Background: an optimization exercise with open tools, aiming at small area, a short achievable clock period and few clock cycles per item. Do not read the settings as production practice.
The RTL was checked by simulation tests, not by an equivalence proof against the original design.
Power and IR drop assume default switching activity.

Design booth_mult_top, start of the top module:
module booth_mult_top (
	input  logic                          clk,
	input  logic                          reset,
	input  logic                          in_valid,
	input  logic signed [16-1:0] multiplicand,
	input  logic signed [16-1:0] multiplier,
	output logic                          out_valid,
	output logic signed [32-1:0] product
);
Size: ~68 I/O pins, roughly 10,000 um2 of cells after synthesis.
==> flow/config.mk <==
export PLATFORM = sky130hd
export DESIGN_NAME = booth_mult_top
export DESIGN_NICKNAME = booth_mult_top
export VERILOG_FILES = /design/flow/design.v
export SDC_FILE = /design/flow/constraint.sdc
export NUM_CORES = 4
export LEC_CHECK = 0
export CAP_MARGIN = 20
export CORE_MARGIN = 2
export CORE_UTILIZATION = 50
export SETUP_SLACK_MARGIN = 3.4
export SLEW_MARGIN = 20
==> flow/constraint.sdc <==
create_clock -name core_clock -period 5.5 [get_ports {clk}]
set_input_delay 1.1000 -clock core_clock [delete_from_list [all_inputs] [get_ports {clk}]]
set_output_delay 1.1000 -clock core_clock [all_outputs]
set_load 0.01 [all_outputs]
standard.sh (not shown) runs the stock make flow with config.mk's settings and CLKGATE_MAP_FILE= SYNTH_SCRIPT=/design/flow/synth_recipe.tcl, a recipe that flattens the netlist after the stock synthesis.
==> flow/flow/run.sh <==
#!/bin/bash
# Layout flow: the standard ORFS flow (standard.sh), unchanged synthesis, with these changes:
#  - after synthesis, polarity.py re-chooses the polarity of full adders and xor gates so that
#    fewer inverters are needed (registers and all other cells are left as they are);
#  - port buffers are buf_1 instead of the delay buffer that buffer_ports picks by default;
#  - clock tree: sink clusters of up to 36 registers under sky130_fd_sc_hd__clkbuf_16 leaves, no dummy loads.
# Each tool writes its full output to a log here: synth.log, polarity.log, standard.log
# (and ORFS's own logs under orfs/).
set -euo pipefail
R=orfs/results/sky130hd/booth_mult_top/base
bash standard.sh synth > synth.log 2>&1
cp $R/1_2_yosys.v $R/1_2_yosys_std.v
python3 flow/polarity.py $R/1_2_yosys_std.v $R/1_2_yosys.v > polarity.log 2>&1
rm -f $R/1_synth.odb $R/1_synth.sdc
export BUFFER_PORTS_ARGS="-buffer_cell sky130_fd_sc_hd__buf_1"
export CTS_ARGS="-sink_clustering_enable -repair_clock_nets -buf_list sky130_fd_sc_hd__clkbuf_16 -sink_clustering_size 36 -sink_clustering_max_diameter 100 -dont_use_dummy_load"
bash standard.sh > standard.log 2>&1
Other scripts of this flow, unchanged in this note and not shown: flow/flow/polarity.py
Testbench counts at the start, summed over its fixed seeds: cycles 24,024, items 24,000.
Change:
--- a/flow/flow/run.sh
+++ b/flow/flow/run.sh
@@ -6 +6 @@
-#  - clock tree: sink clusters of up to 36 registers under sky130_fd_sc_hd__clkbuf_16 leaves, no dummy loads.
+#  - clock tree: sink clusters of up to 20 registers under sky130_fd_sc_hd__clkbuf_8 leaves, no dummy loads.
@@ -16 +16 @@
-export CTS_ARGS="-sink_clustering_enable -repair_clock_nets -buf_list sky130_fd_sc_hd__clkbuf_16 -sink_clustering_size 36 -sink_clustering_max_diameter 100 -dont_use_dummy_load"
+export CTS_ARGS="-sink_clustering_enable -repair_clock_nets -buf_list sky130_fd_sc_hd__clkbuf_8 -sink_clustering_size 20 -sink_clustering_max_diameter 60 -dont_use_dummy_load"
Clock skew is higher by 0.011 ns; wire length barely changes; hold slack got worse by 0.032 ns.
Change:
PLACE_DENSITY = 0.75   (was not set)
Die area is unchanged.
Worst setup slack gains 0.018 ns.
Global-route usage falls by 1.2 points.
Design area rises by 0.48%.

exp/tundra:
Another version of the RTL of booth_mult_top (not shown whole).
Size: ~870 cells after synthesis, roughly 68 I/O pins.
clock: 5.5 ns
lec_check: 0
cap_margin: 20
core_margin: 2
core_utilization: 40
setup_slack_margin: 3.5
slew_margin: 20
==> flow/flow/run.sh <==
#!/bin/bash
# Layout flow: the standard ORFS flow (standard.sh), unchanged synthesis, with these changes:
#  - after synthesis, polarity.py re-chooses the polarity of full adders and xor gates so that
#    fewer inverters are needed (registers and all other cells are left as they are);
#  - port buffers are buf_1 instead of the delay buffer that buffer_ports picks by default;
#  - clock tree: sink clusters of up to 20 registers under sky130_fd_sc_hd__clkbuf_8 leaves, no dummy loads.
# Each tool writes its full output to a log here: synth.log, polarity.log, standard.log
# (and ORFS's own logs under orfs/).
set -euo pipefail
R=orfs/results/sky130hd/booth_mult_top/base
bash standard.sh synth > synth.log 2>&1
cp $R/1_2_yosys.v $R/1_2_yosys_std.v
python3 flow/polarity.py $R/1_2_yosys_std.v $R/1_2_yosys.v > polarity.log 2>&1
rm -f $R/1_synth.odb $R/1_synth.sdc
export BUFFER_PORTS_ARGS="-buffer_cell sky130_fd_sc_hd__buf_1"
export CTS_ARGS="-sink_clustering_enable -repair_clock_nets -buf_list sky130_fd_sc_hd__clkbuf_8 -sink_clustering_size 20 -sink_clustering_max_diameter 60 -dont_use_dummy_load"
bash standard.sh > standard.log 2>&1
Other scripts of this flow, unchanged in this note and not shown: flow/flow/polarity.py
exp/tundra completed every stage of the flow, and the final layout passed the timing, design-rule and antenna checks.
Testbench counts of exp/tundra, summed over its fixed seeds: cycles 24,024, items 24,000.
> inputs changed (exp/tundra -> exp/garnet)
Settings: SETUP_SLACK_MARGIN now 3.4, was 3.5; CORE_UTILIZATION now 50, was 40.
==> run summary <==
The global router's overall resource usage of exp/garnet is higher than that of exp/tundra.
The run showing the greater relative contribution of the clock network to total power is exp/tundra.
Buffer count excluding the clock tree in the final layout shrinks by more than half when moving from exp/tundra to exp/garnet.
Result: PASS for each of exp/tundra and exp/garnet
Register-to-register slack up 0.05 ns in exp/garnet wrt exp/tundra
Relative to exp/tundra, clock buffer count in the final layout has gone down in exp/garnet.
Comparing exp/tundra and exp/garnet, the higher worst hold margin is on exp/tundra.
Re post-CTS setup repair buffer count: exp/tundra and exp/garnet aren't equal, and the higher value belongs to exp/tundra.
Going from exp/tundra to exp/garnet, total power of the final layout moved down, area added between synthesis and finish moved down, sequential fraction of total cell area shows an increase of 3.6 points.
### exp/garnet -> exp/quartz
Settings: SETUP_SLACK_MARGIN changed from 3.4 to 3.3; CORE_UTILIZATION changed from 50 to 40.
### Flow results
exp/garnet vs exp/quartz, first element of the critical path: product[23]$_DFF_P_ vs md_r[9]$_DFF_P_
Per the comparison of exp/quartz with exp/garnet, wire length of the first global-routing pass lost about 0.9%; clock share of power picked up an extra 1.3 points; total length of routed met2 wires lost about 7%; minimum clock period after layout picked up an extra 0.070 ns; maximum single-stage delay on the critical path picked up an extra 0.26 ns.
The inputs of exp/harbor differ from those of exp/quartz as listed below.
Settings: SETUP_SLACK_MARGIN: 3.3 -> 3.4.
Results
exp/harbor vs exp/quartz on hold slack: exp/harbor is the higher one. The switching share of total power of exp/harbor and that of exp/quartz are within noise of each other. Maximum fanout along the worst path is higher on exp/quartz. Relative to exp/quartz, the met2 layer wire length in the routed design measured on exp/harbor has increased by a few percent. Of exp/harbor and exp/quartz, it is exp/harbor that has the higher met1 routing resource usage after global routing. Lower layout overhead on the synthesized area goes to exp/quartz over exp/harbor.

==> port drivers added, routing unchanged <==
No port has a modelled driver above. Below, the same layouts with a new extraction and two added sets of constraints.
Step 1 (the two cells are an assumption about what drives the block):
set clk [get_ports {clk}]
set_driving_cell -lib_cell sky130_fd_sc_hd__clkbuf_16 $clk
set_driving_cell -lib_cell sky130_fd_sc_hd__buf_2 [delete_from_list [all_inputs] $clk]
Step 2 also shifts input and output timing later by t, the mid clock arrival at the registers, as if the neighbouring blocks saw the same clock.
Slacks: no drivers / after step 1 / after step 2; pairs: no drivers / after step 1.
run | shift t [ns] | slack for setup (ns) | worst setup path after step 2 | pins driven straight from the clock port
the first run of note 1 | 0.501 | 3.423 / 3.398 / 3.423 | register to register | 1
the second run of note 1 | 0.538 | 3.407 / 3.371 / 3.436 | register to register | 1
the third run of note 1 | 0.535 | 3.425 / 3.385 / 3.425 | register to register | 1
exp/tundra | 0.548 | 3.406 / 3.362 / 3.406 | register to register | 1
exp/garnet | 0.530 | 3.442 / 3.405 / 3.456 | register to register | 1
exp/quartz | 0.559 | 3.372 / 3.345 / 3.372 | register to register | 1
exp/harbor | 0.559 | 3.406 / 3.365 / 3.464 | register to register | 1
After both steps every run listed still meets setup and hold.
